From an optimization exercise on the open Yosys and OpenROAD flow, aimed at small area, a short achievable clock period and few clock cycles; shortcuts taken in it are not production practice.
Function was checked by simulation only, so behaviour that the tests miss may differ from the original.
Power is estimated from default activity; no workload was simulated.

==> flow/design.v, too long to show whole: its modules and the start of the top module <==
// module conv2d_stream: 3295 lines
// module cv_ctl: 47 lines
// module cv_fa: 10 lines
module conv2d_stream #(
  parameter int IMAGE_WIDTH  = 64,
  parameter int IMAGE_HEIGHT = 64,
  parameter int FILTER_SIZE  = 3,
  parameter int STRIDE       = 1,
  parameter int DATA_W       = 8,
  parameter int COEF_W       = 8,
  parameter int ACC_W        = 20
) (
  input  logic                                          clk,
  input  logic                                          rst,
  input  logic                                          start,
  input  logic [FILTER_SIZE*FILTER_SIZE*COEF_W-1:0]     filter,
  input  logic [DATA_W-1:0]                             pix_in,
  input  logic                                          pix_valid,
  output logic                                          pix_ready,
  output logic [ACC_W-1:0]                              res_out,
  output logic                                          res_valid,
  input  logic                                          res_ready,
  output logic                                          busy,
  output logic                                          done,
  output logic [$clog2(IMAGE_HEIGHT)-1:0]               row_count,
  output logic [$clog2(IMAGE_WIDTH)-1:0]                col_count
);
  // ...
==> flow/flow/run.sh <==
#!/bin/bash
# The standard layout (standard.sh: the standard flow's synthesis and ORFS flow), with
# faster port buffers and timing repair aimed below the 12 ns clock.
set -euo pipefail
bash standard.sh \
  BUFFER_PORTS_ARGS="-buffer_cell sky130_fd_sc_hd__buf_2" \
  SETUP_SLACK_MARGIN=8.4 \
  TNS_END_PERCENT=0 \
  finish > flow_make.log 2>&1
==> flow/standard.sh <==
#!/bin/bash
# synth_recipe.tcl (not shown) runs the flow's synth.tcl, then flattens the netlist and writes it again
# the make line also repeats each setting of config.mk as NAME=value (left out here)
make -C /OpenROAD-flow-scripts/flow DESIGN_CONFIG=/design/flow/config.mk WORK_HOME=/design/flow/orfs CLKGATE_MAP_FILE= SYNTH_SCRIPT=/design/flow/synth_recipe.tcl "${@:-finish}"
==> flow/config.mk <==
export PLATFORM = sky130hd
export DESIGN_NAME = conv2d_stream
export DESIGN_NICKNAME = conv2d_stream
export VERILOG_FILES = /design/flow/design.v
export SDC_FILE = /design/flow/constraint.sdc
export NUM_CORES = 4
export LEC_CHECK = 0
export CAP_MARGIN = 20
export CORE_MARGIN = 2
export CORE_UTILIZATION = 60
export PLACE_DENSITY = 0.75
export SLEW_MARGIN = 20
export SYNTH_HIERARCHICAL = 1
==> flow/constraint.sdc <==
create_clock -name core_clock -period 12.0 [get_ports {clk}]
set_input_delay 2.4000 -clock core_clock [delete_from_list [all_inputs] [get_ports {clk}]]
set_output_delay 2.4000 -clock core_clock [all_outputs]
set_load 0.01 [all_outputs]
==> impl_metrics.json, run 1 <==
{
  "dr_wl_met2_um": 48100,
  "clk_path_buf_depth": 3,
  "start_util_pct": 60.7,
  "rsz0062_at_grt": "yes",
  "synthXorXnorAreaFrac_pct": 0.907,
  "n_all_buffers": 127,
  "dieHeight_um": 279,
  "regArea_mm2": 0.0277,
  "post-place-ws_ps": 7640,
  "cts_setup_buffers": 2,
  "tightest_slew_ps": 841,
  "status": "timing/DRC/antenna clean",
  "fin_cells": 4403,
  "slew_headroom_pct": 43.9,
  "place_congestion": 0.935,
  "cp-start-kind": "register",
  "clk_latency_ps": 730,
  "top_power_group": "registers",
  "holdCritStartpoint": "r3[3][1]$_DFF_P_",
  "cts_buffers": 117,
  "gr-usage-all-layers_pct": 26.7,
  "setup_slack_ps": 7890,
  "grt_max_degree": 60,
  "synth_top_family_by_area": "adder cells",
  "crit_slowest_cell": "fa_1",
  "hold_path.class": "reg2reg",
  "routed_wl_um": 100000,
  "switchingPower_mw": 3.94,
  "synth.distinct_cells": 69,
  "cp.depth": 10,
  "synth_compound_area_share_pct": 2.11,
  "slew_violations": 0,
  "clk_pin_slew_worst_paths_ps": 70,
  "r2r-end": "res_out[16]$_DFFE_PP_",
  "pwr-share-seq_pct": 38.9,
  "n_clock_buffer": 159
}
Testbench counts, summed over its fixed seeds: cycles 98,424.
==> module cv_ctl, before the edit <==
module cv_ctl #(
  parameter int M = 38
) (
  input  logic [5:0]  row_count,
  input  logic [5:0]  col_count,
  input  logic        all_in,
  input  logic        busy,
  input  logic        fin,
  input  logic        v1,
  input  logic [5:0]  rot,
  input  logic [11:0] ed,
  output logic [11:0] ed_nx,
  output logic [11:0] cnt_nx,
  output logic [5:0]  rot_nx,
  output logic        rot_wrap,
  output logic        last_pix,
  output logic        ed_last,
  output logic        issue,
  output logic        lag00,
  output logic        lag01,
  output logic        lag10,
  output logic        lag11
);
  localparam int AMAX = 2;    
  logic [12:0] pn;            
  logic [1:0]  step;
  logic signed [12:0] d, di;
  logic [1:0]  a;
  logic        a_ok;
  assign pn       = {all_in, row_count, col_count};
  assign cnt_nx   = {row_count, col_count} + 12'd1;
  assign rot_wrap = (rot == 6'(M - 1));
  assign rot_nx   = rot_wrap ? 6'd0 : rot + 6'd1;
  assign last_pix = (row_count == 6'd63) & (col_count == 6'd63);
  assign ed_last  = (ed == 12'hfff);
  assign step     = (ed[5:0] == 6'd63) ? 2'd3 : 2'd1;
  assign ed_nx    = ed + 12'(step);
  assign d     = $signed(pn - 13'd1 - {1'b0, ed});
  assign lag00 = d <= $signed(13'(AMAX - 1));
  assign lag10 = d <= $signed(13'(AMAX - 2));
  assign lag01 = d - $signed({11'd0, step}) <= $signed(13'(AMAX - 1));
  assign lag11 = d - $signed({11'd0, step}) <= $signed(13'(AMAX - 2));
  assign a_ok  = (rot == 6'd0) || (rot >= 6'(M - AMAX));
  assign a     = (rot == 6'd0) ? 2'd0 : 2'(6'(M) - rot);
  assign di    = v1 ? d - $signed({11'd0, step}) : d;
  assign issue = busy & ~fin & a_ok & (di == $signed({11'd0, a}));
endmodule
==> inputs of run 2 (changes only) <==
--- a/flow/design.v
+++ b/flow/design.v
@@ -17,109 +17,123 @@
   output logic [ACC_W-1:0]                              res_out,
   output logic                                          res_valid,
   input  logic                                          res_ready,
   output logic                                          busy,
   output logic                                          done,
   output logic [$clog2(IMAGE_HEIGHT)-1:0]               row_count,
   output logic [$clog2(IMAGE_WIDTH)-1:0]                col_count
 );
-  localparam int M = 38;    
-  logic        pr_q, busy_q, done_q, all_in, fin, v1;
+  localparam int M = 45;    
+  logic        pr_q, busy_q, done_q, rv_q, all_in, fin, v1, v2;
+  logic [5:0]  rc_q, cc_q;
   logic [5:0]  rot;
   logic [11:0] ed;
   logic [11:0] ed_nx, cnt_nx;
   logic [5:0]  rot_nx;
   logic        rot_wrap, last_pix, ed_last, issue;
   logic        lag00, lag01, lag10, lag11;
   cv_ctl #(.M(M)) u_ctl (
-    .row_count(row_count), .col_count(col_count), .all_in(all_in),
-    .busy(busy_q), .fin(fin), .v1(v1), .rot(rot), .ed(ed),
+    .row_count(rc_q), .col_count(cc_q), .all_in(all_in),
+    .busy(busy_q), .fin(fin), .v1(v1), .v2(v2), .rot(rot), .ed(ed),
     .ed_nx(ed_nx), .cnt_nx(cnt_nx), .rot_nx(rot_nx), .rot_wrap(rot_wrap),
     .last_pix(last_pix), .ed_last(ed_last), .issue(issue),
     .lag00(lag00), .lag01(lag01), .lag10(lag10), .lag11(lag11)
   );
   logic acc, start_e, pop, ofree, deliver, drop, lag_ok;
   logic all_in_n, fin_n, rv_n, done_n;
-  assign pix_ready = pr_q;
-  assign busy      = busy_q;
-  assign done      = done_q;
   assign acc      = pix_valid & pr_q;
   assign start_e  = start & ~busy_q & ~done_q;
-  assign ofree    = ~res_valid | res_ready;
-  assign pop      = res_valid & res_ready;
-  assign deliver  = v1 & ofree;
-  assign drop     = v1 & ~ofree;
+  assign ofree    = ~rv_q | res_ready;
+  assign pop      = rv_q & res_ready;
+  assign deliver  = v2 & ofree;
+  assign drop     = v2 & ~ofree;
   assign lag_ok   = acc ? (deliver ? lag11 : lag10) : (deliver ? lag01 : lag00);
   assign all_in_n = all_in | (acc & last_pix);
   assign fin_n    = fin | (deliver & ed_last);
-  assign rv_n     = deliver | (res_valid & ~pop);
+  assign rv_n     = deliver | (rv_q & ~pop);
   assign done_n   = busy_q & fin_n & ~rv_n;
+  logic pr_n, busy_n;
+  logic [11:0] cnt_n;
+  assign busy_n = start_e | (busy_q & ~done_n);
+  assign pr_n   = start_e | (busy_q & ~all_in_n & lag_ok & (acc | rot_wrap));
+  assign cnt_n  = start_e ? 12'd0 : (acc ? cnt_nx : {rc_q, cc_q});
   always_ff @(posedge clk) begin
     if (rst) begin
       pr_q      <= 1'b0;
       busy_q    <= 1'b0;
       done_q    <= 1'b0;
+      rv_q      <= 1'b0;
       all_in    <= 1'b0;
       fin       <= 1'b0;
       rot       <= '0;
       ed        <= {6'd2, 6'd2};
       v1        <= 1'b0;
-      res_valid <= 1'b0;
-      row_count <= '0;
-      col_count <= '0;
+      v2        <= 1'b0;
+      {rc_q, cc_q} <= '0;
     end else begin
+      pr_q      <= pr_n;
+      busy_q    <= busy_n;
       done_q    <= done_n;
-      busy_q    <= start_e | (busy_q & ~done_n);
-      res_valid <= rv_n;
+      rv_q      <= rv_n;
+      {rc_q, cc_q} <= cnt_n;
       if (start_e) begin
-        pr_q      <= 1'b1;
         all_in    <= 1'b0;
         fin       <= 1'b0;
         rot       <= '0;
         ed        <= {6'd2, 6'd2};
         v1        <= 1'b0;
-        row_count <= '0;
-        col_count <= '0;
+        v2        <= 1'b0;
       end else begin
-        pr_q   <= busy_q & ~all_in_n & lag_ok & (acc | rot_wrap);
         all_in <= all_in_n & ~done_n;
         fin    <= fin_n & ~done_n;
         rot    <= acc ? 6'd0 : rot_nx;
         v1     <= issue & ~drop;
+        v2     <= v1 & ~drop;
         if (deliver) ed <= ed_nx;
-        if (acc) {row_count, col_count} <= cnt_nx;
       end
     end
   end
+  always_ff @(posedge clk) begin
+    if (rst) begin
+      pix_ready <= 1'b0;
+      busy      <= 1'b0;
+      done      <= 1'b0;
+      res_valid <= 1'b0;
+      {row_count, col_count} <= '0;
+    end else begin
+      pix_ready <= pr_n;
+      busy      <= busy_n;
+      done      <= done_n;
+      res_valid <= rv_n;
+      {row_count, col_count} <= cnt_n;
+    end
+  end
   logic [71:0] filt_q;
   always_ff @(posedge clk) begin
     if (start_e) filt_q <= filter;
   end
   logic [7:0] r0 [M];
   logic [7:0] r1 [M];
   logic [7:0] r2 [M];
-  logic [7:0] r3 [M/2];
   always_ff @(posedge clk) begin
     r0[0] <= acc ? pix_in   : r0[M-1];
     r1[0] <= acc ? r0[M-1]  : r1[M-1];
     r2[0] <= acc ? r1[M-1]  : r2[M-1];
-    r3[0] <= acc ? r2[M-1]  : r3[M/2-1];
     for (int k = 1; k < M; k++) begin
       r0[k] <= r0[k-1];
       r1[k] <= r1[k-1];
       r2[k] <= r2[k-1];
     end
-    for (int k = 1; k < M/2; k++) r3[k] <= r3[k-1];
   end
   logic [7:0] wp [9];
   always_comb begin
     for (int j = 0; j < 3; j++) begin
-      wp[0*3+j] = r3[16-j];
-      wp[1*3+j] = r1[28-j];
+      wp[0*3+j] = r2[40-j];
+      wp[1*3+j] = r1[21-j];
       wp[2*3+j] = r0[2-j];
     end
   end
   logic [7:0] x0, x1, x2, x3, x4, x5, x6, x7, x8;
   logic [7:0] c0, c1, c2, c3, c4, c5, c6, c7, c8;
   always_comb begin
     {x0, x1, x2, x3, x4, x5, x6, x7, x8} = {wp[0], wp[1], wp[2], wp[3], wp[4], wp[5], wp[6], wp[7], wp[8]};
     {c8, c7, c6, c5, c4, c3, c2, c1, c0} = filt_q;
@@ -1834,151 +1848,240 @@
   logic q_pp1_0_0;
   logic q_pp2_0_0;
   logic q_pp3_0_0;
   logic q_pp4_0_0;
   logic q_pp5_0_0;
   logic q_pp6_0_0;
   logic q_pp7_0_0;
   logic q_pp8_0_0;
+  logic q_pp4_0_1;
+  logic q_pp4_1_0;
+  logic q_pp5_0_1;
+  logic q_pp5_1_0;
+  logic q_pp6_0_1;
+  logic q_pp6_1_0;
   logic q_pp7_0_1;
   logic q_pp7_1_0;
   logic q_pp8_0_1;
   logic q_pp8_1_0;
   logic q_fs633;
   logic q_fs635;
   logic q_fs637;
-  logic q_fs791;
-  logic q_fs793;
+  logic q_pp8_2_0;
+  logic q_fs435;
+  logic q_fs437;
+  logic q_fs439;
+  logic q_fs441;
+  logic q_fs639;
+  logic q_fs641;
+  logic q_fs643;
+  logic q_fs645;
   logic q_fs647;
   logic q_fc634;
   logic q_fc636;
   logic q_fc638;
-  logic q_fs795;
-  logic q_fs797;
-  logic q_fs799;
-  logic q_fc792;
-  logic q_fc794;
+  logic q_fc440;
+  logic q_fc442;
+  logic q_fs649;
+  logic q_fs651;
+  logic q_fs653;
+  logic q_fs655;
+  logic q_fs657;
+  logic q_fs659;
+  logic q_fc640;
+  logic q_fc642;
+  logic q_fc644;
   logic q_fc646;
   logic q_fc648;
-  logic q_fs801;
-  logic q_fs803;
-  logic q_fs805;
-  logic q_fs807;
-  logic q_fc796;
-  logic q_fc798;
-  logic q_fc800;
+  logic q_fc456;
+  logic q_fs661;
+  logic q_fs663;
+  logic q_fs665;
+  logic q_fs667;
+  logic q_fs669;
+  logic q_fs671;
+  logic q_fc650;
+  logic q_fc652;
+  logic q_fc654;
+  logic q_fc656;
+  logic q_fc658;
   logic q_fc660;
-  logic q_fs809;
-  logic q_fs811;
-  logic q_fs813;
-  logic q_fs815;
-  logic q_fc802;
-  logic q_fc804;
-  logic q_fc806;
-  logic q_fc808;
+  logic q_fc472;
+  logic q_fs673;
+  logic q_fs675;
+  logic q_fs677;
+  logic q_fs679;
+  logic q_fs681;
+  logic q_fs683;
+  logic q_fc662;
+  logic q_fc664;
+  logic q_fc666;
+  logic q_fc668;
+  logic q_fc670;
   logic q_fc672;
-  logic q_fs817;
-  logic q_fs819;
-  logic q_fs821;
-  logic q_fs823;
-  logic q_fc810;
-  logic q_fc812;
-  logic q_fc814;
-  logic q_fc816;
+  logic q_fc490;
+  logic q_fs685;
+  logic q_fs687;
+  logic q_fs689;
+  logic q_fs691;
+  logic q_fs693;
+  logic q_fs695;
+  logic q_fc674;
+  logic q_fc676;
+  logic q_fc678;
+  logic q_fc680;
+  logic q_fc682;
   logic q_fc684;
-  logic q_fs825;
-  logic q_fs827;
-  logic q_fs829;
-  logic q_fs831;
-  logic q_fc818;
-  logic q_fc820;
-  logic q_fc822;
-  logic q_fc824;
-  logic q_fs833;
-  logic q_fs835;
-  logic q_fs837;
-  logic q_fs839;
-  logic q_fc826;
-  logic q_fc828;
-  logic q_fc830;
-  logic q_fc832;
+  logic q_fs697;
+  logic q_fs699;
+  logic q_fs701;
+  logic q_fs703;
+  logic q_fs705;
+  logic q_fs707;
+  logic q_fc686;
+  logic q_fc688;
+  logic q_fc690;
+  logic q_fc692;
+  logic q_fc694;
+  logic q_fc696;
+  logic q_fc526;
+  logic q_fs709;
+  logic q_fs711;
+  logic q_fs713;
+  logic q_fs715;
+  logic q_fs717;
+  logic q_fs719;
+  logic q_fc698;
+  logic q_fc700;
+  logic q_fc702;
+  logic q_fc704;
+  logic q_fc706;
   logic q_fc708;
-  logic q_fs841;
-  logic q_fs843;
-  logic q_fs845;
-  logic q_fs847;
-  logic q_fc834;
-  logic q_fc836;
-  logic q_fc838;
-  logic q_fc840;
+  logic q_fc544;
+  logic q_fs721;
+  logic q_fs723;
+  logic q_fs725;
+  logic q_fs727;
+  logic q_fs729;
+  logic q_fs731;
+  logic q_fc710;
+  logic q_fc712;
+  logic q_fc714;
+  logic q_fc716;
+  logic q_fc718;
   logic q_fc720;
-  logic q_fs849;
-  logic q_fs851;
-  logic q_fs853;
-  logic q_fs855;
-  logic q_fc842;
-  logic q_fc844;
-  logic q_fc846;
-  logic q_fc848;
+  logic q_fc562;
+  logic q_fs733;
+  logic q_fs735;
+  logic q_fs737;
+  logic q_fs739;
+  logic q_fs741;
+  logic q_fs743;
+  logic q_fc722;
+  logic q_fc724;
+  logic q_fc726;
+  logic q_fc728;
+  logic q_fc730;
   logic q_fc732;
-  logic q_fs857;
-  logic q_fs859;
-  logic q_fs861;
-  logic q_fs863;
-  logic q_fc850;
-  logic q_fc852;
-  logic q_fc854;
-  logic q_fc856;
+  logic q_fc580;
+  logic q_fs745;
+  logic q_fs747;
+  logic q_fs749;
+  logic q_fs751;
+  logic q_fs753;
+  logic q_fs755;
+  logic q_fc734;
+  logic q_fc736;
+  logic q_fc738;
+  logic q_fc740;
+  logic q_fc742;
   logic q_fc744;
-  logic q_fs865;
-  logic q_fs867;
-  logic q_fs869;
-  logic q_fs871;
-  logic q_fc858;
-  logic q_fc860;
-  logic q_fc862;
-  logic q_fc864;
+  logic q_fc598;
+  logic q_fs757;
+  logic q_fs759;
+  logic q_fs761;
+  logic q_fs763;
+  logic q_fs765;
+  logic q_fs767;
+  logic q_fc746;
+  logic q_fc748;
+  logic q_fc750;
+  logic q_fc752;
+  logic q_fc754;
   logic q_fc756;
-  logic q_fs873;
-  logic q_fs875;
-  logic q_fs877;
-  logic q_fs879;
-  logic q_fc866;
-  logic q_fc868;
-  logic q_fc870;
-  logic q_fc872;
+  logic q_fc616;
+  logic q_fs769;
+  logic q_fs771;
+  logic q_fs773;
+  logic q_fs775;
+  logic q_fs777;
+  logic q_fs779;
+  logic q_fc758;
+  logic q_fc760;
+  logic q_fc762;
+  logic q_fc764;
+  logic q_fc766;
   logic q_fc768;
-  logic q_fs881;
-  logic q_fs883;
-  logic q_fs885;
-  logic q_fs887;
-  logic q_fc874;
-  logic q_fc876;
-  logic q_fc878;
-  logic q_fc880;
+  logic q_fc630;
+  logic q_fc632;
+  logic q_fs781;
+  logic q_fs783;
+  logic q_fs785;
+  logic q_fs787;
+  logic q_fs789;
+  logic q_fc770;
+  logic q_fc772;
+  logic q_fc774;
+  logic q_fc776;
+  logic q_fc778;
   logic q_fc780;
-  logic q_fs889;
-  logic q_fs891;
-  logic q_fs893;
-  logic q_fs895;
-  logic q_fc882;
-  logic q_fc884;
-  logic q_fc886;
-  logic q_fc888;
+  logic q_fc782;
   logic q_fc784;
   logic q_fc786;
   logic q_fc788;
   logic q_fc790;
-  logic q_fs897;
-  logic q_fc890;
-  logic q_fc892;
-  logic q_fc894;
-  logic q_fc896;
-  logic q_fc898;
+  logic q_fs1059;
+  logic q_fs1095;
+  logic q_fs1097;
+  logic q_fc1096;
+  logic q_fs1099;
+  logic q_fc1098;
+  logic q_fs1101;
+  logic q_fc1100;
+  logic q_fs1103;
+  logic q_fc1102;
+  logic q_fs1105;
+  logic q_fc1104;
+  logic q_fs1107;
+  logic q_fc1106;
+  logic q_fs1109;
+  logic q_fc1108;
+  logic q_fs1111;
+  logic q_fc1110;
+  logic q_fs1113;
+  logic q_fc1112;
+  logic q_fs1115;
+  logic q_fc1114;
+  logic q_fs1117;
+  logic q_fc1116;
+  logic q_fs1119;
+  logic q_fc1118;
+  logic q_fs1121;
+  logic q_fc1120;
+  logic q_fs1123;
+  logic q_fc1122;
+  logic q_fs1125;
+  logic q_fc1124;
+  logic q_fs1127;
+  logic q_fc1126;
+  logic q_fs1129;
+  logic q_fc1128;
+  logic q_fc1094;
+  logic q_fc1130;
   assign pp0_0_0 = ~(c0[0] & x0[0]);
   assign pp0_0_1 = ~(c0[0] & x0[1]);
   assign pp0_0_2 = ~(c0[0] & x0[2]);
   assign pp0_0_3 = ~(c0[0] & x0[3]);
   assign pp0_0_4 = ~(c0[0] & x0[4]);
   assign pp0_0_5 = ~(c0[0] & x0[5]);
   assign pp0_0_6 = ~(c0[0] & x0[6]);
   assign pp0_0_7 = ~(c0[0] & x0[7]);
@@ -2954,124 +3057,124 @@
   cv_fa u_fs775 (.a(fs631), .b(fc600), .c(fc602), .s(fs775), .co(fc776));
   cv_fa u_fs777 (.a(fc604), .b(fc606), .c(fc608), .s(fs777), .co(fc778));
   cv_fa u_fs779 (.a(fc610), .b(fc612), .c(fc614), .s(fs779), .co(fc780));
   cv_fa u_fs781 (.a(pp0_7_7), .b(pp1_7_7), .c(pp2_7_7), .s(fs781), .co(fc782));
   cv_fa u_fs783 (.a(pp3_7_7), .b(pp4_7_7), .c(pp5_7_7), .s(fs783), .co(fc784));
   cv_fa u_fs785 (.a(pp6_7_7), .b(pp7_7_7), .c(pp8_7_7), .s(fs785), .co(fc786));
   cv_fa u_fs787 (.a(fc618), .b(fc620), .c(fc622), .s(fs787), .co(fc788));
   cv_fa u_fs789 (.a(fc624), .b(fc626), .c(fc628), .s(fs789), .co(fc790));
-  cv_fa u_fs791 (.a(pp4_0_1), .b(pp4_1_0), .c(pp5_0_1), .s(fs791), .co(fc792));
-  cv_fa u_fs793 (.a(pp5_1_0), .b(pp6_0_1), .c(pp6_1_0), .s(fs793), .co(fc794));
-  cv_fa u_fs795 (.a(pp8_2_0), .b(fs435), .c(fs437), .s(fs795), .co(fc796));
-  cv_fa u_fs797 (.a(fs439), .b(fs441), .c(fs639), .s(fs797), .co(fc798));
-  cv_fa u_fs799 (.a(fs641), .b(fs643), .c(fs645), .s(fs799), .co(fc800));
-  cv_fa u_fs801 (.a(fc440), .b(fc442), .c(fs649), .s(fs801), .co(fc802));
-  cv_fa u_fs803 (.a(fs651), .b(fs653), .c(fs655), .s(fs803), .co(fc804));
-  cv_fa u_fs805 (.a(fs657), .b(fs659), .c(fc640), .s(fs805), .co(fc806));
-  assign fs807 = ~(fc642 ^ fc644);
-  assign fc808 = fc642 | fc644;
-  cv_fa u_fs809 (.a(fc456), .b(fs661), .c(fs663), .s(fs809), .co(fc810));
-  cv_fa u_fs811 (.a(fs665), .b(fs667), .c(fs669), .s(fs811), .co(fc812));
-  cv_fa u_fs813 (.a(fs671), .b(fc650), .c(fc652), .s(fs813), .co(fc814));
-  cv_fa u_fs815 (.a(fc654), .b(fc656), .c(fc658), .s(fs815), .co(fc816));
-  cv_fa u_fs817 (.a(fc472), .b(fs673), .c(fs675), .s(fs817), .co(fc818));
-  cv_fa u_fs819 (.a(fs677), .b(fs679), .c(fs681), .s(fs819), .co(fc820));
-  cv_fa u_fs821 (.a(fs683), .b(fc662), .c(fc664), .s(fs821), .co(fc822));
-  cv_fa u_fs823 (.a(fc666), .b(fc668), .c(fc670), .s(fs823), .co(fc824));
-  cv_fa u_fs825 (.a(fc490), .b(fs685), .c(fs687), .s(fs825), .co(fc826));
-  cv_fa u_fs827 (.a(fs689), .b(fs691), .c(fs693), .s(fs827), .co(fc828));
-  cv_fa u_fs829 (.a(fs695), .b(fc674), .c(fc676), .s(fs829), .co(fc830));
-  cv_fa u_fs831 (.a(fc678), .b(fc680), .c(fc682), .s(fs831), .co(fc832));
-  cv_fa u_fs833 (.a(fs697), .b(fs699), .c(fs701), .s(fs833), .co(fc834));
-  cv_fa u_fs835 (.a(fs703), .b(fs705), .c(fs707), .s(fs835), .co(fc836));
-  cv_fa u_fs837 (.a(fc686), .b(fc688), .c(fc690), .s(fs837), .co(fc838));
-  cv_fa u_fs839 (.a(fc692), .b(fc694), .c(fc696), .s(fs839), .co(fc840));
-  cv_fa u_fs841 (.a(fc526), .b(fs709), .c(fs711), .s(fs841), .co(fc842));
-  cv_fa u_fs843 (.a(fs713), .b(fs715), .c(fs717), .s(fs843), .co(fc844));
-  cv_fa u_fs845 (.a(fs719), .b(fc698), .c(fc700), .s(fs845), .co(fc846));
-  cv_fa u_fs847 (.a(fc702), .b(fc704), .c(fc706), .s(fs847), .co(fc848));
-  cv_fa u_fs849 (.a(fc544), .b(fs721), .c(fs723), .s(fs849), .co(fc850));
-  cv_fa u_fs851 (.a(fs725), .b(fs727), .c(fs729), .s(fs851), .co(fc852));
-  cv_fa u_fs853 (.a(fs731), .b(fc710), .c(fc712), .s(fs853), .co(fc854));
-  cv_fa u_fs855 (.a(fc714), .b(fc716), .c(fc718), .s(fs855), .co(fc856));
-  cv_fa u_fs857 (.a(fc562), .b(fs733), .c(fs735), .s(fs857), .co(fc858));
-  cv_fa u_fs859 (.a(fs737), .b(fs739), .c(fs741), .s(fs859), .co(fc860));
-  cv_fa u_fs861 (.a(fs743), .b(fc722), .c(fc724), .s(fs861), .co(fc862));
-  cv_fa u_fs863 (.a(fc726), .b(fc728), .c(fc730), .s(fs863), .co(fc864));
-  cv_fa u_fs865 (.a(fc580), .b(fs745), .c(fs747), .s(fs865), .co(fc866));
-  cv_fa u_fs867 (.a(fs749), .b(fs751), .c(fs753), .s(fs867), .co(fc868));
-  cv_fa u_fs869 (.a(fs755), .b(fc734), .c(fc736), .s(fs869), .co(fc870));
-  cv_fa u_fs871 (.a(fc738), .b(fc740), .c(fc742), .s(fs871), .co(fc872));
-  cv_fa u_fs873 (.a(fc598), .b(fs757), .c(fs759), .s(fs873), .co(fc874));
-  cv_fa u_fs875 (.a(fs761), .b(fs763), .c(fs765), .s(fs875), .co(fc876));
-  cv_fa u_fs877 (.a(fs767), .b(fc746), .c(fc748), .s(fs877), .co(fc878));
-  cv_fa u_fs879 (.a(fc750), .b(fc752), .c(fc754), .s(fs879), .co(fc880));
-  cv_fa u_fs881 (.a(fc616), .b(fs769), .c(fs771), .s(fs881), .co(fc882));
-  cv_fa u_fs883 (.a(fs773), .b(fs775), .c(fs777), .s(fs883), .co(fc884));
-  cv_fa u_fs885 (.a(fs779), .b(fc758), .c(fc760), .s(fs885), .co(fc886));
-  cv_fa u_fs887 (.a(fc762), .b(fc764), .c(fc766), .s(fs887), .co(fc888));
-  cv_fa u_fs889 (.a(fc630), .b(fc632), .c(fs781), .s(fs889), .co(fc890));
-  cv_fa u_fs891 (.a(fs783), .b(fs785), .c(fs787), .s(fs891), .co(fc892));
-  cv_fa u_fs893 (.a(fs789), .b(fc770), .c(fc772), .s(fs893), .co(fc894));
-  cv_fa u_fs895 (.a(fc774), .b(fc776), .c(fc778), .s(fs895), .co(fc896));
-  assign fs897 = ~fc782;
-  assign fc898 = fc782;
+  cv_fa u_fs791 (.a(q_pp4_0_1), .b(q_pp4_1_0), .c(q_pp5_0_1), .s(fs791), .co(fc792));
+  cv_fa u_fs793 (.a(q_pp5_1_0), .b(q_pp6_0_1), .c(q_pp6_1_0), .s(fs793), .co(fc794));
+  cv_fa u_fs795 (.a(q_pp8_2_0), .b(q_fs435), .c(q_fs437), .s(fs795), .co(fc796));
+  cv_fa u_fs797 (.a(q_fs439), .b(q_fs441), .c(q_fs639), .s(fs797), .co(fc798));
+  cv_fa u_fs799 (.a(q_fs641), .b(q_fs643), .c(q_fs645), .s(fs799), .co(fc800));
+  cv_fa u_fs801 (.a(q_fc440), .b(q_fc442), .c(q_fs649), .s(fs801), .co(fc802));
+  cv_fa u_fs803 (.a(q_fs651), .b(q_fs653), .c(q_fs655), .s(fs803), .co(fc804));
+  cv_fa u_fs805 (.a(q_fs657), .b(q_fs659), .c(q_fc640), .s(fs805), .co(fc806));
+  assign fs807 = ~(q_fc642 ^ q_fc644);
+  assign fc808 = q_fc642 | q_fc644;
+  cv_fa u_fs809 (.a(q_fc456), .b(q_fs661), .c(q_fs663), .s(fs809), .co(fc810));
+  cv_fa u_fs811 (.a(q_fs665), .b(q_fs667), .c(q_fs669), .s(fs811), .co(fc812));
+  cv_fa u_fs813 (.a(q_fs671), .b(q_fc650), .c(q_fc652), .s(fs813), .co(fc814));
+  cv_fa u_fs815 (.a(q_fc654), .b(q_fc656), .c(q_fc658), .s(fs815), .co(fc816));
+  cv_fa u_fs817 (.a(q_fc472), .b(q_fs673), .c(q_fs675), .s(fs817), .co(fc818));
+  cv_fa u_fs819 (.a(q_fs677), .b(q_fs679), .c(q_fs681), .s(fs819), .co(fc820));
+  cv_fa u_fs821 (.a(q_fs683), .b(q_fc662), .c(q_fc664), .s(fs821), .co(fc822));
+  cv_fa u_fs823 (.a(q_fc666), .b(q_fc668), .c(q_fc670), .s(fs823), .co(fc824));
+  cv_fa u_fs825 (.a(q_fc490), .b(q_fs685), .c(q_fs687), .s(fs825), .co(fc826));
+  cv_fa u_fs827 (.a(q_fs689), .b(q_fs691), .c(q_fs693), .s(fs827), .co(fc828));
+  cv_fa u_fs829 (.a(q_fs695), .b(q_fc674), .c(q_fc676), .s(fs829), .co(fc830));
+  cv_fa u_fs831 (.a(q_fc678), .b(q_fc680), .c(q_fc682), .s(fs831), .co(fc832));
+  cv_fa u_fs833 (.a(q_fs697), .b(q_fs699), .c(q_fs701), .s(fs833), .co(fc834));
+  cv_fa u_fs835 (.a(q_fs703), .b(q_fs705), .c(q_fs707), .s(fs835), .co(fc836));
+  cv_fa u_fs837 (.a(q_fc686), .b(q_fc688), .c(q_fc690), .s(fs837), .co(fc838));
+  cv_fa u_fs839 (.a(q_fc692), .b(q_fc694), .c(q_fc696), .s(fs839), .co(fc840));
+  cv_fa u_fs841 (.a(q_fc526), .b(q_fs709), .c(q_fs711), .s(fs841), .co(fc842));
+  cv_fa u_fs843 (.a(q_fs713), .b(q_fs715), .c(q_fs717), .s(fs843), .co(fc844));
+  cv_fa u_fs845 (.a(q_fs719), .b(q_fc698), .c(q_fc700), .s(fs845), .co(fc846));
+  cv_fa u_fs847 (.a(q_fc702), .b(q_fc704), .c(q_fc706), .s(fs847), .co(fc848));
+  cv_fa u_fs849 (.a(q_fc544), .b(q_fs721), .c(q_fs723), .s(fs849), .co(fc850));
+  cv_fa u_fs851 (.a(q_fs725), .b(q_fs727), .c(q_fs729), .s(fs851), .co(fc852));
+  cv_fa u_fs853 (.a(q_fs731), .b(q_fc710), .c(q_fc712), .s(fs853), .co(fc854));
+  cv_fa u_fs855 (.a(q_fc714), .b(q_fc716), .c(q_fc718), .s(fs855), .co(fc856));
+  cv_fa u_fs857 (.a(q_fc562), .b(q_fs733), .c(q_fs735), .s(fs857), .co(fc858));
+  cv_fa u_fs859 (.a(q_fs737), .b(q_fs739), .c(q_fs741), .s(fs859), .co(fc860));
+  cv_fa u_fs861 (.a(q_fs743), .b(q_fc722), .c(q_fc724), .s(fs861), .co(fc862));
+  cv_fa u_fs863 (.a(q_fc726), .b(q_fc728), .c(q_fc730), .s(fs863), .co(fc864));
+  cv_fa u_fs865 (.a(q_fc580), .b(q_fs745), .c(q_fs747), .s(fs865), .co(fc866));
+  cv_fa u_fs867 (.a(q_fs749), .b(q_fs751), .c(q_fs753), .s(fs867), .co(fc868));
+  cv_fa u_fs869 (.a(q_fs755), .b(q_fc734), .c(q_fc736), .s(fs869), .co(fc870));
+  cv_fa u_fs871 (.a(q_fc738), .b(q_fc740), .c(q_fc742), .s(fs871), .co(fc872));
+  cv_fa u_fs873 (.a(q_fc598), .b(q_fs757), .c(q_fs759), .s(fs873), .co(fc874));
+  cv_fa u_fs875 (.a(q_fs761), .b(q_fs763), .c(q_fs765), .s(fs875), .co(fc876));
+  cv_fa u_fs877 (.a(q_fs767), .b(q_fc746), .c(q_fc748), .s(fs877), .co(fc878));
+  cv_fa u_fs879 (.a(q_fc750), .b(q_fc752), .c(q_fc754), .s(fs879), .co(fc880));
+  cv_fa u_fs881 (.a(q_fc616), .b(q_fs769), .c(q_fs771), .s(fs881), .co(fc882));
+  cv_fa u_fs883 (.a(q_fs773), .b(q_fs775), .c(q_fs777), .s(fs883), .co(fc884));
+  cv_fa u_fs885 (.a(q_fs779), .b(q_fc758), .c(q_fc760), .s(fs885), .co(fc886));
+  cv_fa u_fs887 (.a(q_fc762), .b(q_fc764), .c(q_fc766), .s(fs887), .co(fc888));
+  cv_fa u_fs889 (.a(q_fc630), .b(q_fc632), .c(q_fs781), .s(fs889), .co(fc890));
+  cv_fa u_fs891 (.a(q_fs783), .b(q_fs785), .c(q_fs787), .s(fs891), .co(fc892));
+  cv_fa u_fs893 (.a(q_fs789), .b(q_fc770), .c(q_fc772), .s(fs893), .co(fc894));
+  cv_fa u_fs895 (.a(q_fc774), .b(q_fc776), .c(q_fc778), .s(fs895), .co(fc896));
+  assign fs897 = ~q_fc782;
+  assign fc898 = q_fc782;
   cv_fa u_fs899 (.a(q_pp0_0_0), .b(q_pp1_0_0), .c(q_pp2_0_0), .s(fs899), .co(fc900));
   assign fs901 = ~(q_pp3_0_0 ^ q_pp4_0_0);
   assign fc902 = q_pp3_0_0 | q_pp4_0_0;
   cv_fa u_fs903 (.a(q_pp7_0_1), .b(q_pp7_1_0), .c(q_pp8_0_1), .s(fs903), .co(fc904));
   cv_fa u_fs905 (.a(q_pp8_1_0), .b(q_fs633), .c(q_fs635), .s(fs905), .co(fc906));
-  assign fs907 = ~(q_fs637 ^ q_fs791);
-  assign fc908 = q_fs637 | q_fs791;
+  assign fs907 = ~(q_fs637 ^ fs791);
+  assign fc908 = q_fs637 | fs791;
   cv_fa u_fs909 (.a(q_fs647), .b(q_fc634), .c(q_fc636), .s(fs909), .co(fc910));
-  cv_fa u_fs911 (.a(q_fc638), .b(q_fs795), .c(q_fs797), .s(fs911), .co(fc912));
-  cv_fa u_fs913 (.a(q_fs799), .b(q_fc792), .c(q_fc794), .s(fs913), .co(fc914));
-  cv_fa u_fs915 (.a(q_fc646), .b(q_fc648), .c(q_fs801), .s(fs915), .co(fc916));
-  cv_fa u_fs917 (.a(q_fs803), .b(q_fs805), .c(q_fs807), .s(fs917), .co(fc918));
-  cv_fa u_fs919 (.a(q_fc796), .b(q_fc798), .c(q_fc800), .s(fs919), .co(fc920));
-  cv_fa u_fs921 (.a(q_fc660), .b(q_fs809), .c(q_fs811), .s(fs921), .co(fc922));
-  cv_fa u_fs923 (.a(q_fs813), .b(q_fs815), .c(q_fc802), .s(fs923), .co(fc924));
-  cv_fa u_fs925 (.a(q_fc804), .b(q_fc806), .c(q_fc808), .s(fs925), .co(fc926));
-  cv_fa u_fs927 (.a(q_fc672), .b(q_fs817), .c(q_fs819), .s(fs927), .co(fc928));
-  cv_fa u_fs929 (.a(q_fs821), .b(q_fs823), .c(q_fc810), .s(fs929), .co(fc930));
-  cv_fa u_fs931 (.a(q_fc812), .b(q_fc814), .c(q_fc816), .s(fs931), .co(fc932));
-  cv_fa u_fs933 (.a(q_fc684), .b(q_fs825), .c(q_fs827), .s(fs933), .co(fc934));
-  cv_fa u_fs935 (.a(q_fs829), .b(q_fs831), .c(q_fc818), .s(fs935), .co(fc936));
-  cv_fa u_fs937 (.a(q_fc820), .b(q_fc822), .c(q_fc824), .s(fs937), .co(fc938));
-  cv_fa u_fs939 (.a(q_fs833), .b(q_fs835), .c(q_fs837), .s(fs939), .co(fc940));
-  cv_fa u_fs941 (.a(q_fs839), .b(q_fc826), .c(q_fc828), .s(fs941), .co(fc942));
-  assign fs943 = q_fc830 ^ q_fc832;
-  assign fc944 = q_fc830 & q_fc832;
-  cv_fa u_fs945 (.a(q_fc708), .b(q_fs841), .c(q_fs843), .s(fs945), .co(fc946));
-  cv_fa u_fs947 (.a(q_fs845), .b(q_fs847), .c(q_fc834), .s(fs947), .co(fc948));
-  cv_fa u_fs949 (.a(q_fc836), .b(q_fc838), .c(q_fc840), .s(fs949), .co(fc950));
-  cv_fa u_fs951 (.a(q_fc720), .b(q_fs849), .c(q_fs851), .s(fs951), .co(fc952));
-  cv_fa u_fs953 (.a(q_fs853), .b(q_fs855), .c(q_fc842), .s(fs953), .co(fc954));
-  cv_fa u_fs955 (.a(q_fc844), .b(q_fc846), .c(q_fc848), .s(fs955), .co(fc956));
-  cv_fa u_fs957 (.a(q_fc732), .b(q_fs857), .c(q_fs859), .s(fs957), .co(fc958));
-  cv_fa u_fs959 (.a(q_fs861), .b(q_fs863), .c(q_fc850), .s(fs959), .co(fc960));
-  cv_fa u_fs961 (.a(q_fc852), .b(q_fc854), .c(q_fc856), .s(fs961), .co(fc962));
-  cv_fa u_fs963 (.a(q_fc744), .b(q_fs865), .c(q_fs867), .s(fs963), .co(fc964));
-  cv_fa u_fs965 (.a(q_fs869), .b(q_fs871), .c(q_fc858), .s(fs965), .co(fc966));
-  cv_fa u_fs967 (.a(q_fc860), .b(q_fc862), .c(q_fc864), .s(fs967), .co(fc968));
-  cv_fa u_fs969 (.a(q_fc756), .b(q_fs873), .c(q_fs875), .s(fs969), .co(fc970));
-  cv_fa u_fs971 (.a(q_fs877), .b(q_fs879), .c(q_fc866), .s(fs971), .co(fc972));
-  cv_fa u_fs973 (.a(q_fc868), .b(q_fc870), .c(q_fc872), .s(fs973), .co(fc974));
-  cv_fa u_fs975 (.a(q_fc768), .b(q_fs881), .c(q_fs883), .s(fs975), .co(fc976));
-  cv_fa u_fs977 (.a(q_fs885), .b(q_fs887), .c(q_fc874), .s(fs977), .co(fc978));
-  cv_fa u_fs979 (.a(q_fc876), .b(q_fc878), .c(q_fc880), .s(fs979), .co(fc980));
-  cv_fa u_fs981 (.a(q_fc780), .b(q_fs889), .c(q_fs891), .s(fs981), .co(fc982));
-  cv_fa u_fs983 (.a(q_fs893), .b(q_fs895), .c(q_fc882), .s(fs983), .co(fc984));
-  cv_fa u_fs985 (.a(q_fc884), .b(q_fc886), .c(q_fc888), .s(fs985), .co(fc986));
+  cv_fa u_fs911 (.a(q_fc638), .b(fs795), .c(fs797), .s(fs911), .co(fc912));
+  cv_fa u_fs913 (.a(fs799), .b(fc792), .c(fc794), .s(fs913), .co(fc914));
+  cv_fa u_fs915 (.a(q_fc646), .b(q_fc648), .c(fs801), .s(fs915), .co(fc916));
+  cv_fa u_fs917 (.a(fs803), .b(fs805), .c(fs807), .s(fs917), .co(fc918));
+  cv_fa u_fs919 (.a(fc796), .b(fc798), .c(fc800), .s(fs919), .co(fc920));
+  cv_fa u_fs921 (.a(q_fc660), .b(fs809), .c(fs811), .s(fs921), .co(fc922));
+  cv_fa u_fs923 (.a(fs813), .b(fs815), .c(fc802), .s(fs923), .co(fc924));
+  cv_fa u_fs925 (.a(fc804), .b(fc806), .c(fc808), .s(fs925), .co(fc926));
+  cv_fa u_fs927 (.a(q_fc672), .b(fs817), .c(fs819), .s(fs927), .co(fc928));
+  cv_fa u_fs929 (.a(fs821), .b(fs823), .c(fc810), .s(fs929), .co(fc930));
+  cv_fa u_fs931 (.a(fc812), .b(fc814), .c(fc816), .s(fs931), .co(fc932));
+  cv_fa u_fs933 (.a(q_fc684), .b(fs825), .c(fs827), .s(fs933), .co(fc934));
+  cv_fa u_fs935 (.a(fs829), .b(fs831), .c(fc818), .s(fs935), .co(fc936));
+  cv_fa u_fs937 (.a(fc820), .b(fc822), .c(fc824), .s(fs937), .co(fc938));
+  cv_fa u_fs939 (.a(fs833), .b(fs835), .c(fs837), .s(fs939), .co(fc940));
+  cv_fa u_fs941 (.a(fs839), .b(fc826), .c(fc828), .s(fs941), .co(fc942));
+  assign fs943 = fc830 ^ fc832;
+  assign fc944 = fc830 & fc832;
+  cv_fa u_fs945 (.a(q_fc708), .b(fs841), .c(fs843), .s(fs945), .co(fc946));
+  cv_fa u_fs947 (.a(fs845), .b(fs847), .c(fc834), .s(fs947), .co(fc948));
+  cv_fa u_fs949 (.a(fc836), .b(fc838), .c(fc840), .s(fs949), .co(fc950));
+  cv_fa u_fs951 (.a(q_fc720), .b(fs849), .c(fs851), .s(fs951), .co(fc952));
+  cv_fa u_fs953 (.a(fs853), .b(fs855), .c(fc842), .s(fs953), .co(fc954));
+  cv_fa u_fs955 (.a(fc844), .b(fc846), .c(fc848), .s(fs955), .co(fc956));
+  cv_fa u_fs957 (.a(q_fc732), .b(fs857), .c(fs859), .s(fs957), .co(fc958));
+  cv_fa u_fs959 (.a(fs861), .b(fs863), .c(fc850), .s(fs959), .co(fc960));
+  cv_fa u_fs961 (.a(fc852), .b(fc854), .c(fc856), .s(fs961), .co(fc962));
+  cv_fa u_fs963 (.a(q_fc744), .b(fs865), .c(fs867), .s(fs963), .co(fc964));
+  cv_fa u_fs965 (.a(fs869), .b(fs871), .c(fc858), .s(fs965), .co(fc966));
+  cv_fa u_fs967 (.a(fc860), .b(fc862), .c(fc864), .s(fs967), .co(fc968));
+  cv_fa u_fs969 (.a(q_fc756), .b(fs873), .c(fs875), .s(fs969), .co(fc970));
+  cv_fa u_fs971 (.a(fs877), .b(fs879), .c(fc866), .s(fs971), .co(fc972));
+  cv_fa u_fs973 (.a(fc868), .b(fc870), .c(fc872), .s(fs973), .co(fc974));
+  cv_fa u_fs975 (.a(q_fc768), .b(fs881), .c(fs883), .s(fs975), .co(fc976));
+  cv_fa u_fs977 (.a(fs885), .b(fs887), .c(fc874), .s(fs977), .co(fc978));
+  cv_fa u_fs979 (.a(fc876), .b(fc878), .c(fc880), .s(fs979), .co(fc980));
+  cv_fa u_fs981 (.a(q_fc780), .b(fs889), .c(fs891), .s(fs981), .co(fc982));
+  cv_fa u_fs983 (.a(fs893), .b(fs895), .c(fc882), .s(fs983), .co(fc984));
+  cv_fa u_fs985 (.a(fc884), .b(fc886), .c(fc888), .s(fs985), .co(fc986));
   cv_fa u_fs987 (.a(q_fc784), .b(q_fc786), .c(q_fc788), .s(fs987), .co(fc988));
-  cv_fa u_fs989 (.a(q_fc790), .b(q_fs897), .c(q_fc890), .s(fs989), .co(fc990));
-  cv_fa u_fs991 (.a(q_fc892), .b(q_fc894), .c(q_fc896), .s(fs991), .co(fc992));
+  cv_fa u_fs989 (.a(q_fc790), .b(fs897), .c(fc890), .s(fs989), .co(fc990));
+  cv_fa u_fs991 (.a(fc892), .b(fc894), .c(fc896), .s(fs991), .co(fc992));
   cv_fa u_fs993 (.a(q_pp5_0_0), .b(q_pp6_0_0), .c(q_pp7_0_0), .s(fs993), .co(fc994));
-  cv_fa u_fs995 (.a(q_fs793), .b(fs903), .c(fs905), .s(fs995), .co(fc996));
+  cv_fa u_fs995 (.a(fs793), .b(fs903), .c(fs905), .s(fs995), .co(fc996));
   assign fs997 = ~(fs907 ^ fc900);
   assign fc998 = fs907 | fc900;
   cv_fa u_fs999 (.a(fs909), .b(fs911), .c(fs913), .s(fs999), .co(fc1000));
   cv_fa u_fs1001 (.a(fc904), .b(fc906), .c(fc908), .s(fs1001), .co(fc1002));
   cv_fa u_fs1003 (.a(fs915), .b(fs917), .c(fs919), .s(fs1003), .co(fc1004));
   cv_fa u_fs1005 (.a(fc910), .b(fc912), .c(fc914), .s(fs1005), .co(fc1006));
   cv_fa u_fs1007 (.a(fs921), .b(fs923), .c(fs925), .s(fs1007), .co(fc1008));
   cv_fa u_fs1009 (.a(fc916), .b(fc918), .c(fc920), .s(fs1009), .co(fc1010));
@@ -3092,17 +3195,17 @@
   cv_fa u_fs1039 (.a(fs969), .b(fs971), .c(fs973), .s(fs1039), .co(fc1040));
   cv_fa u_fs1041 (.a(fc964), .b(fc966), .c(fc968), .s(fs1041), .co(fc1042));
   cv_fa u_fs1043 (.a(fs975), .b(fs977), .c(fs979), .s(fs1043), .co(fc1044));
   cv_fa u_fs1045 (.a(fc970), .b(fc972), .c(fc974), .s(fs1045), .co(fc1046));
   cv_fa u_fs1047 (.a(fs981), .b(fs983), .c(fs985), .s(fs1047), .co(fc1048));
   cv_fa u_fs1049 (.a(fc976), .b(fc978), .c(fc980), .s(fs1049), .co(fc1050));
   cv_fa u_fs1051 (.a(fs987), .b(fs989), .c(fs991), .s(fs1051), .co(fc1052));
   cv_fa u_fs1053 (.a(fc982), .b(fc984), .c(fc986), .s(fs1053), .co(fc1054));
-  cv_fa u_fs1055 (.a(q_fc898), .b(fc988), .c(fc990), .s(fs1055), .co(fc1056));
+  cv_fa u_fs1055 (.a(fc898), .b(fc988), .c(fc990), .s(fs1055), .co(fc1056));
   assign fs1057 = ~fc992;
   assign fc1058 = fc992;
   assign fs1059 = ~(q_pp8_0_0 ^ fs899);
   assign fc1060 = q_pp8_0_0 | fs899;
   cv_fa u_fs1061 (.a(fc902), .b(fs995), .c(fs997), .s(fs1061), .co(fc1062));
   cv_fa u_fs1063 (.a(fs999), .b(fs1001), .c(fc996), .s(fs1063), .co(fc1064));
   cv_fa u_fs1065 (.a(fs1003), .b(fs1005), .c(fc1000), .s(fs1065), .co(fc1066));
   cv_fa u_fs1067 (.a(fs1007), .b(fs1009), .c(fc1004), .s(fs1067), .co(fc1068));
@@ -3144,205 +3247,297 @@
     q_pp1_0_0 <= pp1_0_0;
     q_pp2_0_0 <= pp2_0_0;
     q_pp3_0_0 <= pp3_0_0;
     q_pp4_0_0 <= pp4_0_0;
     q_pp5_0_0 <= pp5_0_0;
     q_pp6_0_0 <= pp6_0_0;
     q_pp7_0_0 <= pp7_0_0;
     q_pp8_0_0 <= pp8_0_0;
+    q_pp4_0_1 <= pp4_0_1;
+    q_pp4_1_0 <= pp4_1_0;
+    q_pp5_0_1 <= pp5_0_1;
+    q_pp5_1_0 <= pp5_1_0;
+    q_pp6_0_1 <= pp6_0_1;
+    q_pp6_1_0 <= pp6_1_0;
     q_pp7_0_1 <= pp7_0_1;
     q_pp7_1_0 <= pp7_1_0;
     q_pp8_0_1 <= pp8_0_1;
     q_pp8_1_0 <= pp8_1_0;
     q_fs633 <= fs633;
     q_fs635 <= fs635;
     q_fs637 <= fs637;
-    q_fs791 <= fs791;
-    q_fs793 <= fs793;
+    q_pp8_2_0 <= pp8_2_0;
+    q_fs435 <= fs435;
+    q_fs437 <= fs437;
+    q_fs439 <= fs439;
+    q_fs441 <= fs441;
+    q_fs639 <= fs639;
+    q_fs641 <= fs641;
+    q_fs643 <= fs643;
+    q_fs645 <= fs645;
     q_fs647 <= fs647;
     q_fc634 <= fc634;
     q_fc636 <= fc636;
     q_fc638 <= fc638;
-    q_fs795 <= fs795;
-    q_fs797 <= fs797;
-    q_fs799 <= fs799;
-    q_fc792 <= fc792;
-    q_fc794 <= fc794;
+    q_fc440 <= fc440;
+    q_fc442 <= fc442;
+    q_fs649 <= fs649;
+    q_fs651 <= fs651;
+    q_fs653 <= fs653;
+    q_fs655 <= fs655;
+    q_fs657 <= fs657;
+    q_fs659 <= fs659;
+    q_fc640 <= fc640;
+    q_fc642 <= fc642;
+    q_fc644 <= fc644;
     q_fc646 <= fc646;
     q_fc648 <= fc648;
-    q_fs801 <= fs801;
-    q_fs803 <= fs803;
-    q_fs805 <= fs805;
-    q_fs807 <= fs807;
-    q_fc796 <= fc796;
-    q_fc798 <= fc798;
-    q_fc800 <= fc800;
+    q_fc456 <= fc456;
+    q_fs661 <= fs661;
+    q_fs663 <= fs663;
+    q_fs665 <= fs665;
+    q_fs667 <= fs667;
+    q_fs669 <= fs669;
+    q_fs671 <= fs671;
+    q_fc650 <= fc650;
+    q_fc652 <= fc652;
+    q_fc654 <= fc654;
+    q_fc656 <= fc656;
+    q_fc658 <= fc658;
     q_fc660 <= fc660;
-    q_fs809 <= fs809;
-    q_fs811 <= fs811;
-    q_fs813 <= fs813;
-    q_fs815 <= fs815;
-    q_fc802 <= fc802;
-    q_fc804 <= fc804;
-    q_fc806 <= fc806;
-    q_fc808 <= fc808;
+    q_fc472 <= fc472;
+    q_fs673 <= fs673;
+    q_fs675 <= fs675;
+    q_fs677 <= fs677;
+    q_fs679 <= fs679;
+    q_fs681 <= fs681;
+    q_fs683 <= fs683;
+    q_fc662 <= fc662;
+    q_fc664 <= fc664;
+    q_fc666 <= fc666;
+    q_fc668 <= fc668;
+    q_fc670 <= fc670;
     q_fc672 <= fc672;
-    q_fs817 <= fs817;
-    q_fs819 <= fs819;
-    q_fs821 <= fs821;
-    q_fs823 <= fs823;
-    q_fc810 <= fc810;
-    q_fc812 <= fc812;
-    q_fc814 <= fc814;
-    q_fc816 <= fc816;
+    q_fc490 <= fc490;
+    q_fs685 <= fs685;
+    q_fs687 <= fs687;
+    q_fs689 <= fs689;
+    q_fs691 <= fs691;
+    q_fs693 <= fs693;
+    q_fs695 <= fs695;
+    q_fc674 <= fc674;
+    q_fc676 <= fc676;
+    q_fc678 <= fc678;
+    q_fc680 <= fc680;
+    q_fc682 <= fc682;
     q_fc684 <= fc684;
-    q_fs825 <= fs825;
-    q_fs827 <= fs827;
-    q_fs829 <= fs829;
-    q_fs831 <= fs831;
-    q_fc818 <= fc818;
-    q_fc820 <= fc820;
-    q_fc822 <= fc822;
-    q_fc824 <= fc824;
-    q_fs833 <= fs833;
-    q_fs835 <= fs835;
-    q_fs837 <= fs837;
-    q_fs839 <= fs839;
-    q_fc826 <= fc826;
-    q_fc828 <= fc828;
-    q_fc830 <= fc830;
-    q_fc832 <= fc832;
+    q_fs697 <= fs697;
+    q_fs699 <= fs699;
+    q_fs701 <= fs701;
+    q_fs703 <= fs703;
+    q_fs705 <= fs705;
+    q_fs707 <= fs707;
+    q_fc686 <= fc686;
+    q_fc688 <= fc688;
+    q_fc690 <= fc690;
+    q_fc692 <= fc692;
+    q_fc694 <= fc694;
+    q_fc696 <= fc696;
+    q_fc526 <= fc526;
+    q_fs709 <= fs709;
+    q_fs711 <= fs711;
+    q_fs713 <= fs713;
+    q_fs715 <= fs715;
+    q_fs717 <= fs717;
+    q_fs719 <= fs719;
+    q_fc698 <= fc698;
+    q_fc700 <= fc700;
+    q_fc702 <= fc702;
+    q_fc704 <= fc704;
+    q_fc706 <= fc706;
     q_fc708 <= fc708;
-    q_fs841 <= fs841;
-    q_fs843 <= fs843;
-    q_fs845 <= fs845;
-    q_fs847 <= fs847;
-    q_fc834 <= fc834;
-    q_fc836 <= fc836;
-    q_fc838 <= fc838;
-    q_fc840 <= fc840;
+    q_fc544 <= fc544;
+    q_fs721 <= fs721;
+    q_fs723 <= fs723;
+    q_fs725 <= fs725;
+    q_fs727 <= fs727;
+    q_fs729 <= fs729;
+    q_fs731 <= fs731;
+    q_fc710 <= fc710;
+    q_fc712 <= fc712;
+    q_fc714 <= fc714;
+    q_fc716 <= fc716;
+    q_fc718 <= fc718;
     q_fc720 <= fc720;
-    q_fs849 <= fs849;
-    q_fs851 <= fs851;
-    q_fs853 <= fs853;
-    q_fs855 <= fs855;
-    q_fc842 <= fc842;
-    q_fc844 <= fc844;
-    q_fc846 <= fc846;
-    q_fc848 <= fc848;
+    q_fc562 <= fc562;
+    q_fs733 <= fs733;
+    q_fs735 <= fs735;
+    q_fs737 <= fs737;
+    q_fs739 <= fs739;
+    q_fs741 <= fs741;
+    q_fs743 <= fs743;
+    q_fc722 <= fc722;
+    q_fc724 <= fc724;
+    q_fc726 <= fc726;
+    q_fc728 <= fc728;
+    q_fc730 <= fc730;
     q_fc732 <= fc732;
-    q_fs857 <= fs857;
-    q_fs859 <= fs859;
-    q_fs861 <= fs861;
-    q_fs863 <= fs863;
-    q_fc850 <= fc850;
-    q_fc852 <= fc852;
-    q_fc854 <= fc854;
-    q_fc856 <= fc856;
+    q_fc580 <= fc580;
+    q_fs745 <= fs745;
+    q_fs747 <= fs747;
+    q_fs749 <= fs749;
+    q_fs751 <= fs751;
+    q_fs753 <= fs753;
+    q_fs755 <= fs755;
+    q_fc734 <= fc734;
+    q_fc736 <= fc736;
+    q_fc738 <= fc738;
+    q_fc740 <= fc740;
+    q_fc742 <= fc742;
     q_fc744 <= fc744;
-    q_fs865 <= fs865;
-    q_fs867 <= fs867;
-    q_fs869 <= fs869;
-    q_fs871 <= fs871;
-    q_fc858 <= fc858;
-    q_fc860 <= fc860;
-    q_fc862 <= fc862;
-    q_fc864 <= fc864;
+    q_fc598 <= fc598;
+    q_fs757 <= fs757;
+    q_fs759 <= fs759;
+    q_fs761 <= fs761;
+    q_fs763 <= fs763;
+    q_fs765 <= fs765;
+    q_fs767 <= fs767;
+    q_fc746 <= fc746;
+    q_fc748 <= fc748;
+    q_fc750 <= fc750;
+    q_fc752 <= fc752;
+    q_fc754 <= fc754;
     q_fc756 <= fc756;
-    q_fs873 <= fs873;
-    q_fs875 <= fs875;
-    q_fs877 <= fs877;
-    q_fs879 <= fs879;
-    q_fc866 <= fc866;
-    q_fc868 <= fc868;
-    q_fc870 <= fc870;
-    q_fc872 <= fc872;
+    q_fc616 <= fc616;
+    q_fs769 <= fs769;
+    q_fs771 <= fs771;
+    q_fs773 <= fs773;
+    q_fs775 <= fs775;
+    q_fs777 <= fs777;
+    q_fs779 <= fs779;
+    q_fc758 <= fc758;
+    q_fc760 <= fc760;
+    q_fc762 <= fc762;
+    q_fc764 <= fc764;
+    q_fc766 <= fc766;
     q_fc768 <= fc768;
-    q_fs881 <= fs881;
-    q_fs883 <= fs883;
-    q_fs885 <= fs885;
-    q_fs887 <= fs887;
-    q_fc874 <= fc874;
-    q_fc876 <= fc876;
-    q_fc878 <= fc878;
-    q_fc880 <= fc880;
+    q_fc630 <= fc630;
+    q_fc632 <= fc632;
+    q_fs781 <= fs781;
+    q_fs783 <= fs783;
+    q_fs785 <= fs785;
+    q_fs787 <= fs787;
+    q_fs789 <= fs789;
+    q_fc770 <= fc770;
+    q_fc772 <= fc772;
+    q_fc774 <= fc774;
+    q_fc776 <= fc776;
+    q_fc778 <= fc778;
     q_fc780 <= fc780;
-    q_fs889 <= fs889;
-    q_fs891 <= fs891;
-    q_fs893 <= fs893;
-    q_fs895 <= fs895;
-    q_fc882 <= fc882;
-    q_fc884 <= fc884;
-    q_fc886 <= fc886;
-    q_fc888 <= fc888;
+    q_fc782 <= fc782;
     q_fc784 <= fc784;
     q_fc786 <= fc786;
     q_fc788 <= fc788;
     q_fc790 <= fc790;
-    q_fs897 <= fs897;
-    q_fc890 <= fc890;
-    q_fc892 <= fc892;
-    q_fc894 <= fc894;
-    q_fc896 <= fc896;
-    q_fc898 <= fc898;
+    q_fs1059 <= fs1059;
+    q_fs1095 <= fs1095;
+    q_fs1097 <= fs1097;
+    q_fc1096 <= fc1096;
+    q_fs1099 <= fs1099;
+    q_fc1098 <= fc1098;
+    q_fs1101 <= fs1101;
+    q_fc1100 <= fc1100;
+    q_fs1103 <= fs1103;
+    q_fc1102 <= fc1102;
+    q_fs1105 <= fs1105;
+    q_fc1104 <= fc1104;
+    q_fs1107 <= fs1107;
+    q_fc1106 <= fc1106;
+    q_fs1109 <= fs1109;
+    q_fc1108 <= fc1108;
+    q_fs1111 <= fs1111;
+    q_fc1110 <= fc1110;
+    q_fs1113 <= fs1113;
+    q_fc1112 <= fc1112;
+    q_fs1115 <= fs1115;
+    q_fc1114 <= fc1114;
+    q_fs1117 <= fs1117;
+    q_fc1116 <= fc1116;
+    q_fs1119 <= fs1119;
+    q_fc1118 <= fc1118;
+    q_fs1121 <= fs1121;
+    q_fc1120 <= fc1120;
+    q_fs1123 <= fs1123;
+    q_fc1122 <= fc1122;
+    q_fs1125 <= fs1125;
+    q_fc1124 <= fc1124;
+    q_fs1127 <= fs1127;
+    q_fc1126 <= fc1126;
+    q_fs1129 <= fs1129;
+    q_fc1128 <= fc1128;
+    q_fc1094 <= fc1094;
+    q_fc1130 <= fc1130;
   end
   logic [19:0] ta, tb, sum;
-  assign ta = {1'b0, fc1094, fs1129, fs1127, fs1125, fs1123, fs1121, fs1119, fs1117, fs1115, fs1113, fs1111, fs1109, fs1107, fs1105, fs1103, fs1101, fs1099, fs1097, fs1059};
-  assign tb = {1'b1, fc1130, fc1128, fc1126, fc1124, fc1122, fc1120, fc1118, fc1116, fc1114, fc1112, fc1110, fc1108, fc1106, fc1104, fc1102, fc1100, fc1098, fc1096, fs1095};
+  assign ta = {1'b0, q_fc1094, q_fs1129, q_fs1127, q_fs1125, q_fs1123, q_fs1121, q_fs1119, q_fs1117, q_fs1115, q_fs1113, q_fs1111, q_fs1109, q_fs1107, q_fs1105, q_fs1103, q_fs1101, q_fs1099, q_fs1097, q_fs1059};
+  assign tb = {1'b1, q_fc1130, q_fc1128, q_fc1126, q_fc1124, q_fc1122, q_fc1120, q_fc1118, q_fc1116, q_fc1114, q_fc1112, q_fc1110, q_fc1108, q_fc1106, q_fc1104, q_fc1102, q_fc1100, q_fc1098, q_fc1096, q_fs1095};
   assign sum = ~(ta + tb + 20'd1);
   always_ff @(posedge clk) begin
     if (deliver) res_out <= sum;
   end
 endmodule
 module cv_ctl #(
-  parameter int M = 38
+  parameter int M = 45
 ) (
   input  logic [5:0]  row_count,
   input  logic [5:0]  col_count,
   input  logic        all_in,
   input  logic        busy,
   input  logic        fin,
   input  logic        v1,
+  input  logic        v2,
   input  logic [5:0]  rot,
   input  logic [11:0] ed,
   output logic [11:0] ed_nx,
   output logic [11:0] cnt_nx,
   output logic [5:0]  rot_nx,
   output logic        rot_wrap,
   output logic        last_pix,
   output logic        ed_last,
   output logic        issue,
   output logic        lag00,
   output logic        lag01,
   output logic        lag10,
   output logic        lag11
 );
-  localparam int AMAX = 2;    
+  localparam int AMAX = 3;    
   logic [12:0] pn;            
-  logic [1:0]  step;
+  logic [1:0]  step, step2;
   logic signed [12:0] d, di;
   logic [1:0]  a;
   logic        a_ok;
   assign pn       = {all_in, row_count, col_count};
   assign cnt_nx   = {row_count, col_count} + 12'd1;
   assign rot_wrap = (rot == 6'(M - 1));
   assign rot_nx   = rot_wrap ? 6'd0 : rot + 6'd1;
   assign last_pix = (row_count == 6'd63) & (col_count == 6'd63);
   assign ed_last  = (ed == 12'hfff);
   assign step     = (ed[5:0] == 6'd63) ? 2'd3 : 2'd1;
   assign ed_nx    = ed + 12'(step);
+  assign step2    = (ed_nx[5:0] == 6'd63) ? 2'd3 : 2'd1;
   assign d     = $signed(pn - 13'd1 - {1'b0, ed});
   assign lag00 = d <= $signed(13'(AMAX - 1));
   assign lag10 = d <= $signed(13'(AMAX - 2));
   assign lag01 = d - $signed({11'd0, step}) <= $signed(13'(AMAX - 1));
   assign lag11 = d - $signed({11'd0, step}) <= $signed(13'(AMAX - 2));
   assign a_ok  = (rot == 6'd0) || (rot >= 6'(M - AMAX));
   assign a     = (rot == 6'd0) ? 2'd0 : 2'(6'(M) - rot);
-  assign di    = v1 ? d - $signed({11'd0, step}) : d;
+  assign di    = (v1 & v2) ? d - $signed({11'd0, step}) - $signed({11'd0, step2}) :
+                 (v1 | v2) ? d - $signed({11'd0, step}) : d;
   assign issue = busy & ~fin & a_ok & (di == $signed({11'd0, a}));
 endmodule
 module cv_fa (
   input  logic a,
   input  logic b,
   input  logic c,
   output logic s,
   output logic co
==> flow/config.mk (replaced) <==
export PLATFORM = sky130hd
export DESIGN_NAME = conv2d_stream
export DESIGN_NICKNAME = conv2d_stream
export VERILOG_FILES = /design/flow/design.v
export SDC_FILE = /design/flow/constraint.sdc
export NUM_CORES = 4
export LEC_CHECK = 0
export CAP_MARGIN = 20
export CORE_MARGIN = 2
export CORE_UTILIZATION = 40
export PLACE_DENSITY = 0.6
export SLEW_MARGIN = 20
export SYNTH_HIERARCHICAL = 1
==> run 2 against run 1 <==
  * Critical endpoint is now ed[4]$_SDFFE_PP0N_
  * Design area grew 8.4%
  * Utilization shrank 22 points
  * Via count grew 4.1%
  * Register-to-register slack gained 260 ps
  * Non-clock buffer count grew 43
  * First-iteration DRC count shrank 17%
==> impl_metrics.json, run 2 <==
{
  "status": "timing/DRC/antenna clean",
  "switchingPower_mw": 2.66,
  "numPortBuffers": 120,
  "drive_above_1_share_pct": 12.3,
  "slowest_delay_ps": 380,
  "met3_length_um": 7660,
  "ioPinCount": 121,
  "start_util_pct": 40.2,
  "finClkSkew_ps": 23.7,
  "routed_wl_um": 103000,
  "tightest_slew_ps": 818,
  "setup_slack_ps": 8150,
  "crit_slowest_cell": "dfxtp_4",
  "fillers": 10600,
  "gr-usage-all-layers_pct": 17.4,
  "dieHeight_um": 351,
  "ys_top_cells_by_area": "dfxtp_1 56%, fa_1 23%, edfxtp_1 5.8%",
  "post-place-ws_ps": 7430,
  "grt_max_degree": 47,
  "cts_buffers": 134,
  "synth_cells": 3405,
  "rsz0062_at_grt": "yes",
  "clk_path_buf_depth": 3,
  "hold_buffers": 0,
  "synth_common_cells": "1,351 x dfxtp_1, 642 x nand2_1, 544 x fa_1, 137 x clkbuf_1, 95 x and2_1",
  "final_cell_mix": "1,333 x dfxtp_1, 642 x nand2_1, 542 x fa_1",
  "coreArea_mm2": 0.119,
  "setup_viol": 0,
  "final_hold_viol_count": 0,
  "post-route-period-util_pct": 32.1,
  "tns_ps": 0,
  "ir_worst_vdd_mv": 0.139,
  "hold_path.class": "reg2reg",
  "holdCritStartpoint": "r0[40][1]$_DFF_P_",
  "clk_latency_ps": 750,
  "syn-num-nets": 4096,
  "ant_nets": 0,
  "drcViolationCount": 0,
  "place_congestion": 0.909,
  "dr_wl_met2_um": 48200,
  "synth_most_common_cell": "dfxtp_1",
  "pwr-share-seq_pct": 47.8,
  "slew_violations": 0,
  "cp_common_cell": "buf_4",
  "r2r-end": "ed[4]$_SDFFE_PP0N_",
  "regArea_mm2": 0.0298,
  "synth.distinct_cells": 78,
  "clk_pin_slew_worst_paths_ps": 60,
  "cp-start-kind": "register"
}
==> run 2: cell types whose count changed after synthesis, sizes merged, moves of 7 or more <==
cell,previous run,this run
dfxtp,1245,1351
o21ai,23,38
nand3,20,28
a21oi,52,62
xor2,17,24
o21a,2,10
nand2,661,642
==> run 2: metrics by stage <==
stage / hold WS, ps / cell area, um2 / utilization (%) / instances
finish: 305 / 55300 / 46.2 / 5284
global route: 307 / 55300 / 46.2 / 5282
CTS: 302 / 55000 / 46.0 / 5266
detailed placement: 312 / 50200 / 42.0 / 4998
global placement: 310 / 50200 / 42.0 / 4998
floorplan: 310 / 48100 / - / 3405
==> run 2: worst min path at each step <==
stage / endpoint / cells after the start
2_1_floorplan: r0[10][0]$_DFF_P_ / 0
3_3_place_gp: r0[41][1]$_DFF_P_ / 0
3_5_place_dp: r0[11][5]$_DFF_P_ / 0
4_1_cts: r0[27][7]$_DFF_P_ / 0
5_1_grt: r0[41][1]$_DFF_P_ / 0
6_report: r0[41][1]$_DFF_P_ / 0
==> run 2: critical path, delay by kind of cell, from the launching register on <==
family	cells	cell delay (ps)
buffers and inverters	24	2850
XOR/XNOR	1	150
AO/OA/AOI/OAI	1	150
flip-flops	1	380
AND/OR/NAND/NOR	2	250
==> run 2: cell families (layout without fill, tap and decap cells) <==
family,Yosys count,after routing,share of synthesized area [%]
buf+inv,235,500,1.85
compound gates,171,171,2.44
other cells,0,2,0
xor+xnor,58,58,1.09
simple gates,889,889,8.20
fa+ha+maj,606,606,24.3
flops,1443,1443,62.1
mux,3,3,0.0651
==> run 2: Yosys stat by module, one instance, submodules excluded, a selection <==
module,copies in the design,cells
cv_fa,541,1
conv2d_stream,1,2561
==> run 2: cell type report <==
type | instances | area share, %
inverters | 90 | 0.611
clock buffers | 183 | 6.81
multi-input cells | 1727 | 31.7
repair buffers | 170 | 1.84
clock inverters | 57 | 1.37
well taps | 1612 | 3.65
diodes | 2 | 0.00906
flip-flops and latches | 1443 | 54.0
==> run 2: power groups by stage <==
stage / logic [mW] / clock network (mW) / registers (mW)
2_1_floorplan: 0.889 / 0 / 5.17
3_5_place_dp: 1.37 / 0 / 5.24
4_1_cts: 1.37 / 4.40 / 5.13
6_report: 1.35 / 4.27 / 5.14
5_1_grt: 1.50 / 4.60 / 5.15
3_3_place_gp: 1.34 / 0 / 5.24
==> run 2: timing repair <==
item,in CTS,in global routing
resized for setup,38,26
hold endpoints to repair,0,0
setup buffers,28,16
setup endpoints to repair,38,39
pin swaps,8,15
==> run 2: metal layers <==
| layer | GRT usage [%] | up-vias |
|---|---|---|
| met5 | 0 | - |
| met4 | 8.10 | 2 |
| met3 | 4.06 | 217 |
| met2 | 27.6 | 876 |
| met1 | 22.5 | 12200 |
| li1 | - | 11000 |
Testbench counts of run 2, summed over its fixed seeds: cycles 98,448.

Check on run 2: ideal ports give 8.151 ns setup slack; a clkbuf_16 on the clock port and buf_2 on the inputs give 8.151 ns; moving port delays by the midpoint clock arrival (0.809 ns) as well gives 7.811 ns.
